Context: an optimization exercise on an open-source flow, tuned for small area and a short achievable clock period. The choices shown serve that exercise and are no tape-out recipe. Where RTL was checked, it was by simulation tests only, not by an equivalence proof against the original.

==> build 54 <==
## servo_top
module servo_top #(
	parameter int ADC_W     = servo_pkg::ADC_W,
	parameter int SIGNAL_W  = servo_pkg::SIGNAL_W,
	parameter int COEF_W    = servo_pkg::COEF_W,
	parameter int COEF_FRAC = servo_pkg::COEF_FRAC,
	parameter int DAC_W     = servo_pkg::DAC_W
) (
	input  logic                          clk1,
	input  logic                          i_rst_n,
	input  logic                          i_wb_cyc,
	input  logic                          i_wb_stb,
	input  logic                          i_wb_we,
	input  logic [servo_pkg::WB_AW-1:0]   i_wb_adr,
	input  logic [servo_pkg::WB_DW-1:0]   i_wb_dat,
	output logic [servo_pkg::WB_DW-1:0]   o_wb_dat,
	output logic                          o_wb_ack,
	input  logic signed [ADC_W-1:0]       i_adc0,
	input  logic signed [ADC_W-1:0]       i_adc1,
	input  logic                          i_sample_valid,
	output logic signed [DAC_W-1:0]       o_dac_word,
	output logic                          o_dac_valid,
	output logic signed [SIGNAL_W-1:0]    o_error,
	output logic [1:0]                    o_afe_gain0,
	output logic [1:0]                    o_afe_gain1
);
	logic                       filt_on0;
	logic                       filt_on1;
	logic signed [COEF_W-1:0]   a1_0;
	logic signed [COEF_W-1:0]   b0_0;
	logic signed [COEF_W-1:0]   b1_0;
	logic signed [COEF_W-1:0]   a1_1;
	logic signed [COEF_W-1:0]   b0_1;
	logic signed [COEF_W-1:0]   b1_1;
	servo_regs #(
		.COEF_W(COEF_W)
	) regs_i (
		.clk1(clk1),
		.i_rst_n(i_rst_n),
		.i_wb_cyc(i_wb_cyc),
		.i_wb_stb(i_wb_stb),
		.i_wb_we(i_wb_we),
		.i_wb_adr(i_wb_adr),
		.i_wb_dat(i_wb_dat),
		.o_wb_dat(o_wb_dat),
  ...
Settings: LEC_CHECK=0, CAP_MARGIN=20, CORE_MARGIN=2, CORE_UTILIZATION=40, SLEW_MARGIN=20; clock period 16.0 ns.
run.sh (not shown) runs the stock make flow with config.mk's settings and CLKGATE_MAP_FILE= SYNTH_SCRIPT=/design/flow/synth_recipe.tcl, a recipe that flattens the netlist after the stock synthesis.
==> inputs of build 98, as changes to build 54 <==
--- a/flow/design.v
+++ b/flow/design.v
@@ -27,55 +27,57 @@
 ) (
 	input  logic                        clk1,
 	input  logic                        i_rst_n,
 	input  logic                        i_load,
 	input  logic                        i_first,
-	input  logic                        i_last,
 	input  logic                        i_update,
 	input  logic                        i_on,
 	input  logic signed [COEF_W-1:0]    i_a1,
 	input  logic signed [COEF_W-1:0]    i_b0,
 	input  logic signed [COEF_W-1:0]    i_b1,
 	input  logic signed [ADC_W-1:0]     i_sample,
-	output logic signed [SIGNAL_W-1:0]  o_signal
+	output logic signed [SIGNAL_W-1:0]  o_signal,
+	input  logic                        i_park,
+	input  logic [SIGNAL_W-1:0]         i_park_val,
+	output logic [SIGNAL_W-1:0]         o_park
 );
 	localparam int SW = COEF_W + 1;    
 	localparam int AW = 25;            
 	localparam int TW = AW + 4;        
 	logic [SW-1:0]              sa, sb, sc;
 	logic signed [ADC_W-1:0]    x;
 	logic signed [ADC_W-1:0]    xp;
-	logic                       on;
 	logic [AW-1:0]              acc_s, acc_c;
 	logic [3:0]                 low;
+	logic ld_on, ld, sh, pk;
+	logic [SW-1:0] pk_a, pk_b;
+	assign ld_on = i_load & i_on;
+	assign ld = i_load;
+	assign sh = ~i_load & ~i_park;
+	assign pk = i_park;
+	assign pk_a = {i_park_val[2*(SW-7)-1:SW-7], 7'd0};
+	assign pk_b = {i_park_val[SW-8:0], 7'd0};
 	always_ff @(posedge clk1) begin
-		if (i_load) begin
-			sa <= {i_a1, 1'b0};
-			sb <= {i_b0, 1'b0};
-			sc <= {i_b1, 1'b0};
-			x <= i_sample;
-			on <= i_on;
-		end else begin
-			sa <= {{4{sa[SW-1]}}, sa[SW-1:4]};
-			sb <= {{4{sb[SW-1]}}, sb[SW-1:4]};
-			sc <= {{4{sc[SW-1]}}, sc[SW-1:4]};
-		end
+		sa <= ({SW{ld_on}} & {i_a1, 1'b0}) | ({SW{pk}} & pk_a) | ({SW{sh}} & {{4{sa[SW-1]}}, sa[SW-1:4]});
+		sb <= ({SW{ld_on}} & {i_b0, 1'b0}) | ({SW{ld & ~i_on}} & SW'(1 << (COEF_FRAC + 1)))
+			| ({SW{pk}} & pk_b) | ({SW{sh}} & {{4{sb[SW-1]}}, sb[SW-1:4]});
+		sc <= ({SW{ld_on}} & {i_b1, 1'b0}) | ({SW{sh}} & {{4{sc[SW-1]}}, sc[SW-1:4]});
+		x <= ({ADC_W{ld}} & i_sample) | ({ADC_W{~ld}} & x);
 	end
+	assign o_park = {sa[SW-1:7], sb[SW-1:7]};
 	logic [2:0] da0, da1, db0, db1, dc0, dc1;    
 	function automatic logic [2:0] booth(input logic [2:0] b);
 		booth[0] = b[1] ^ b[0];
 		booth[1] = b[2] ? (~b[1] & ~b[0]) : (b[1] & b[0]);
 		booth[2] = b[2];
 	endfunction
-	always_comb begin
-		da0 = on ? booth(sa[2:0]) : 3'b000;
-		da1 = on ? booth(sa[4:2]) : 3'b000;
-		db0 = on ? booth(sb[2:0]) : {2'b00, i_last};
-		db1 = on ? booth(sb[4:2]) : 3'b000;
-		dc0 = on ? booth(sc[2:0]) : 3'b000;
-		dc1 = on ? booth(sc[4:2]) : 3'b000;
-	end
+	assign da0 = booth(sa[2:0]);
+	assign da1 = booth(sa[4:2]);
+	assign db0 = booth(sb[2:0]);
+	assign db1 = booth(sb[4:2]);
+	assign dc0 = booth(sc[2:0]);
+	assign dc1 = booth(sc[4:2]);
 	function automatic logic [SIGNAL_W:0] pp_y(input logic [2:0] d, input logic [SIGNAL_W-1:0] m);
 		logic [SIGNAL_W:0] me;
 		logic [SIGNAL_W:0] p;
 		me = {m[SIGNAL_W-1], m};
 		p = ({(SIGNAL_W+1){d[0]}} & me) | ({(SIGNAL_W+1){d[1]}} & {me[SIGNAL_W-1:0], 1'b0});
@@ -139,18 +141,16 @@
 			y_sat = {1'b1, {(SIGNAL_W-1){1'b0}}};
 		end else begin
 			y_sat = {1'b0, {(SIGNAL_W-1){1'b1}}};
 		end
 	end
-	always_ff @(posedge clk1 or negedge i_rst_n) begin
-		if (!i_rst_n) begin
-			o_signal <= '0;
-			xp <= '0;
-		end else if (i_update) begin
-			o_signal <= y_sat;
-			xp <= x;
-		end
+	logic up, keep;
+	assign up = i_rst_n & i_update;
+	assign keep = i_rst_n & ~i_update;
+	always_ff @(posedge clk1) begin
+		o_signal <= ({SIGNAL_W{up}} & y_sat) | ({SIGNAL_W{keep}} & o_signal);
+		xp <= ({ADC_W{up}} & x) | ({ADC_W{keep}} & xp);
 	end
 endmodule
 module iir_heap (
 	input  logic [24:0] s_in,
 	input  logic [24:0] c_in,
@@ -482,12 +482,12 @@
 	assign h20 = (h15 & h17) | (h15 & h14) | (h17 & h14);
 	assign h21 = c_in[4] ^ s_in[4] ^ pa0[4];
 	assign h22 = (c_in[4] & s_in[4]) | (c_in[4] & pa0[4]) | (s_in[4] & pa0[4]);
 	assign h23 = pa1[2] ^ h16 ^ h21;
 	assign h24 = (pa1[2] & h16) | (pa1[2] & h21) | (h16 & h21);
-	assign h25 = h18 ^ h23;
-	assign h26 = h18 & h23;
+	assign h25 = h18 ^ h23 ^ h20;
+	assign h26 = (h18 & h23) | (h18 & h20) | (h23 & h20);
 	assign h27 = c_in[5] ^ s_in[5] ^ pa0[5];
 	assign h28 = (c_in[5] & s_in[5]) | (c_in[5] & pa0[5]) | (s_in[5] & pa0[5]);
 	assign h29 = pa1[3] ^ h22 ^ h27;
 	assign h30 = (pa1[3] & h22) | (pa1[3] & h27) | (h22 & h27);
 	assign h31 = h24 ^ h29;
@@ -753,13 +753,13 @@
 	assign o_low[0] = h3;
 	assign o_low[1] = h7;
 	assign o_low[2] = h13;
 	assign o_low[3] = h19;
 	assign o_s[0] = h25;
-	assign o_c[0] = h20;
-	assign o_s[1] = h26;
-	assign o_c[1] = h31;
+	assign o_c[0] = 1'b0;
+	assign o_s[1] = h31;
+	assign o_c[1] = h26;
 	assign o_s[2] = h32;
 	assign o_c[2] = h37;
 	assign o_s[3] = h38;
 	assign o_c[3] = h43;
 	assign o_s[4] = h44;
@@ -808,15 +808,13 @@
 `timescale 1ns/1ns
 module channel_diff #(
 	parameter int SIGNAL_W = servo_pkg::SIGNAL_W,
 	parameter int DAC_W    = servo_pkg::DAC_W
 ) (
-	input  logic                        clk1,
 	input  logic signed [SIGNAL_W-1:0]  i_sig0,
 	input  logic signed [SIGNAL_W-1:0]  i_sig1,
-	output logic signed [SIGNAL_W-1:0]  o_error,
-	output logic signed [DAC_W-1:0]     o_dac_word
+	output logic signed [SIGNAL_W-1:0]  o_error_d
 );
 	localparam logic signed [SIGNAL_W-1:0] SIG_MAX = {1'b0, {(SIGNAL_W-1){1'b1}}};
 	localparam logic signed [SIGNAL_W-1:0] SIG_MIN = {1'b1, {(SIGNAL_W-1){1'b0}}};
 	logic signed [SIGNAL_W:0]   diff;
 	logic signed [SIGNAL_W-1:0] diff_sat;
@@ -828,14 +826,11 @@
 			diff_sat = SIG_MIN;
 		end else begin
 			diff_sat = SIG_MAX;
 		end
 	end
-	always_ff @(posedge clk1) begin
-		o_error <= diff_sat;
-	end
-	assign o_dac_word = o_error[SIGNAL_W-1 -: DAC_W];
+	assign o_error_d = diff_sat;
 endmodule
 `timescale 1ns/1ns
 module servo_regs #(
 	parameter int COEF_W = servo_pkg::COEF_W
 ) (
@@ -871,41 +866,38 @@
 	assign wb_new = i_wb_cyc & i_wb_stb & ~o_wb_ack;
 	assign wr = wb_new & i_wb_we;
 	always_ff @(posedge clk1 or negedge i_rst_n) begin
 		if (!i_rst_n) begin
 			o_wb_ack <= 1'b0;
-			on_q <= '0;
-			a1_0_q <= '0;
-			b0_0_q <= '0;
-			b1_0_q <= '0;
-			a1_1_q <= '0;
-			b0_1_q <= '0;
-			b1_1_q <= '0;
+			gain_q <= '0;
 		end else begin
 			o_wb_ack <= wb_new;
-			if (wr && i_wb_adr == 4'd1) on_q <= i_wb_dat[1:0];
-			if (wr && i_wb_adr == 4'd2) a1_0_q <= i_wb_dat[COEF_W-1:0];
-			if (wr && i_wb_adr == 4'd3) b0_0_q <= i_wb_dat[COEF_W-1:0];
-			if (wr && i_wb_adr == 4'd4) b1_0_q <= i_wb_dat[COEF_W-1:0];
-			if (wr && i_wb_adr == 4'd5) a1_1_q <= i_wb_dat[COEF_W-1:0];
-			if (wr && i_wb_adr == 4'd6) b0_1_q <= i_wb_dat[COEF_W-1:0];
-			if (wr && i_wb_adr == 4'd7) b1_1_q <= i_wb_dat[COEF_W-1:0];
+			if (wr && i_wb_adr == 4'd1) gain_q <= i_wb_dat[5:2];
 		end
 	end
-	always_ff @(posedge clk1 or negedge i_rst_n) begin
-		if (!i_rst_n) begin
-			gain_q <= '1;
-		end else begin
-			if (wr && i_wb_adr == 4'd1) gain_q <= ~i_wb_dat[5:2];
+	logic [6:0] ld, hold;
+	always_comb begin
+		for (int i = 0; i < 7; i++) begin
+			ld[i] = i_rst_n & wr & (i_wb_adr == 4'(i + 1));
+			hold[i] = i_rst_n & ~(wr & (i_wb_adr == 4'(i + 1)));
 		end
 	end
+	always_ff @(posedge clk1) begin
+		on_q <= ({2{ld[0]}} & i_wb_dat[1:0]) | ({2{hold[0]}} & on_q);
+		a1_0_q <= ({COEF_W{ld[1]}} & i_wb_dat[COEF_W-1:0]) | ({COEF_W{hold[1]}} & a1_0_q);
+		b0_0_q <= ({COEF_W{ld[2]}} & i_wb_dat[COEF_W-1:0]) | ({COEF_W{hold[2]}} & b0_0_q);
+		b1_0_q <= ({COEF_W{ld[3]}} & i_wb_dat[COEF_W-1:0]) | ({COEF_W{hold[3]}} & b1_0_q);
+		a1_1_q <= ({COEF_W{ld[4]}} & i_wb_dat[COEF_W-1:0]) | ({COEF_W{hold[4]}} & a1_1_q);
+		b0_1_q <= ({COEF_W{ld[5]}} & i_wb_dat[COEF_W-1:0]) | ({COEF_W{hold[5]}} & b0_1_q);
+		b1_1_q <= ({COEF_W{ld[6]}} & i_wb_dat[COEF_W-1:0]) | ({COEF_W{hold[6]}} & b1_1_q);
+	end
 	always_comb begin
 		rd_lo = '0;
 		rd_hi = 1'b0;
 		case (i_wb_adr)
 			4'd0: rd_lo = COEF_W'(servo_pkg::FW_VERSION);
-			4'd1: rd_lo = COEF_W'({~gain_q, on_q});
+			4'd1: rd_lo = COEF_W'({gain_q, on_q});
 			4'd2: begin rd_lo = a1_0_q; rd_hi = a1_0_q[COEF_W-1]; end
 			4'd3: begin rd_lo = b0_0_q; rd_hi = b0_0_q[COEF_W-1]; end
 			4'd4: begin rd_lo = b1_0_q; rd_hi = b1_0_q[COEF_W-1]; end
 			4'd5: begin rd_lo = a1_1_q; rd_hi = a1_1_q[COEF_W-1]; end
 			4'd6: begin rd_lo = b0_1_q; rd_hi = b0_1_q[COEF_W-1]; end
@@ -925,12 +917,12 @@
 	assign o_b0_0 = b0_0_q;
 	assign o_b1_0 = b1_0_q;
 	assign o_a1_1 = a1_1_q;
 	assign o_b0_1 = b0_1_q;
 	assign o_b1_1 = b1_1_q;
-	assign o_afe_gain0 = gain_q[1:0];
-	assign o_afe_gain1 = gain_q[3:2];
+	assign o_afe_gain0 = ~gain_q[1:0];
+	assign o_afe_gain1 = ~gain_q[3:2];
 endmodule
 `timescale 1ns/1ns
 module servo_top #(
 	parameter int ADC_W     = servo_pkg::ADC_W,
 	parameter int SIGNAL_W  = servo_pkg::SIGNAL_W,
@@ -995,35 +987,38 @@
 		end else begin
 			step <= (step == 3'd0) ? {2'b00, i_sample_valid} : step + 3'd1;
 			o_dac_valid <= (step == 3'd7);
 		end
 	end
-	logic load, first, last, update;
+	logic load, first, update, park;
 	assign load = (step == 3'd0);
 	assign first = (step == 3'd1);
-	assign last = (step == 3'd5);
 	assign update = (step == 3'd6);
+	assign park = (step == 3'd7);
 	logic signed [SIGNAL_W-1:0] sig0;
 	logic signed [SIGNAL_W-1:0] sig1;
+	logic signed [SIGNAL_W-1:0] err_d;
 	iir_first_order #(
 		.ADC_W(ADC_W),
 		.SIGNAL_W(SIGNAL_W),
 		.COEF_W(COEF_W),
 		.COEF_FRAC(COEF_FRAC)
 	) iir0_i (
 		.clk1(clk1),
 		.i_rst_n(i_rst_n),
 		.i_load(load),
 		.i_first(first),
-		.i_last(last),
 		.i_update(update),
 		.i_on(filt_on0),
 		.i_a1(a1_0),
 		.i_b0(b0_0),
 		.i_b1(b1_0),
 		.i_sample(i_adc0),
-		.o_signal(sig0)
+		.o_signal(sig0),
+		.i_park(park),
+		.i_park_val(err_d),
+		.o_park(o_error)
 	);
 	iir_first_order #(
 		.ADC_W(ADC_W),
 		.SIGNAL_W(SIGNAL_W),
 		.COEF_W(COEF_W),
@@ -1031,25 +1026,26 @@
 	) iir1_i (
 		.clk1(clk1),
 		.i_rst_n(i_rst_n),
 		.i_load(load),
 		.i_first(first),
-		.i_last(last),
 		.i_update(update),
 		.i_on(filt_on1),
 		.i_a1(a1_1),
 		.i_b0(b0_1),
 		.i_b1(b1_1),
 		.i_sample(i_adc1),
-		.o_signal(sig1)
+		.o_signal(sig1),
+		.i_park(1'b0),
+		.i_park_val('0),
+		.o_park()
 	);
 	channel_diff #(
 		.SIGNAL_W(SIGNAL_W),
 		.DAC_W(DAC_W)
 	) diff_i (
-		.clk1(clk1),
 		.i_sig0(sig0),
 		.i_sig1(sig1),
-		.o_error(o_error),
-		.o_dac_word(o_dac_word)
+		.o_error_d(err_d)
 	);
+	assign o_dac_word = o_error[SIGNAL_W-1 -: DAC_W];
 endmodule
==> flow/flow/run.sh (new file) <==
#!/bin/bash
# The standard layout, with port buffers that are plain buffers and timing
# repair that aims for more setup slack than the clock needs. Make's output
# goes to make.log; ORFS keeps each tool's log under orfs/logs.
set -uo pipefail
cd "$(dirname "$0")/.."
bash standard.sh \
  "BUFFER_PORTS_ARGS=-buffer_cell sky130_fd_sc_hd__buf_2" \
  SETUP_SLACK_MARGIN=11.62 CTS_CLUSTER_SIZE=24 CTS_CLUSTER_DIAMETER=150 PLACE_DENSITY=0.8 REMOVE_ABC_BUFFERS=1 "BUFFER_PORTS_ARGS=-buffer_cell sky130_fd_sc_hd__buf_1" \
  finish > make.log 2>&1
status=$?
cp -r orfs/logs logs_orfs 2>/dev/null
exit $status
==> flow/standard.sh (new file) <==
#!/bin/bash
# synth_recipe.tcl (not shown) runs the flow's synth.tcl, then flattens the netlist and writes it again
# the make line also repeats each setting of config.mk as NAME=value (left out here)
make -C /OpenROAD-flow-scripts/flow DESIGN_CONFIG=/design/flow/config.mk WORK_HOME=/design/flow/orfs CLKGATE_MAP_FILE= SYNTH_SCRIPT=/design/flow/synth_recipe.tcl "${@:-finish}"
removed: flow/run.sh
==> flow_metrics.tcl <==
set metrics [dict create \
    hp-start "iir1_i.sa[8]" \
    cp-start-kind "flip-flop" \
    rows 100 \
    endpoint "o_error[3]" \
    outcome "complete, no violations" \
    seq_share_pct 30.6 \
    arrival_ns 1.18 \
    synth-edff-count 32 \
    layout.comb_gates.multi_input 2006 \
    placed_cells 3927 \
    worst_slack_ns 11.62 \
    nets 3468 \
    avgSynthCellArea_um2 9.91 \
    antenna_found_initial 0 \
    r2r_start "iir0_i.sa[2]" \
    buffers 189 \
    cp_max_fo 2 \
]
(the above is from build 98)
==> flow_metrics.tcl <==
set metrics [dict create \
    outcome "complete, no violations" \
    cp_max_fo 10 \
    buffers 176 \
    layout.comb_gates.multi_input 2089 \
    endpoint "regs_i.b1_1_q[3]" \
    placed_cells 4106 \
    seq_share_pct 32.0 \
    arrival_ns 5.72 \
    hp-start "iir0_i.sc[9]" \
    nets 3590 \
    r2r_start "iir0_i.on" \
    rows 102 \
]
(the above is from build 54)
No functional check of the RTL was part of build 98.

==> port drivers added, routing unchanged <==
No port has a modelled driver above. Below, the same layouts with a new extraction and two added sets of constraints. Step 1 sets driving cells, clkbuf_16 on the clock port and buf_2 on the other inputs (assumed; they add their load-dependent delay and slew). Step 2 also shifts input and output timing later by t, the mid clock arrival at the registers, as if the neighbouring blocks saw the same clock. Three values: ideal ports, drivers, drivers and shift; two values: the first two.
run | t, ns | setup slack, ns | slew at the worst register clock pin (ns)
build 54 | 0.682 | 10.778 / 10.804 / 10.122 | 0.07 / 0.07
build 98 | 0.631 | 11.620 / 11.565 / 11.033 | 0.11 / 0.11
After both steps every run listed still meets setup and hold. The setup slack of build 54, which loses most, moves by +0.026 ns with the drivers and by -0.656 ns with both steps.
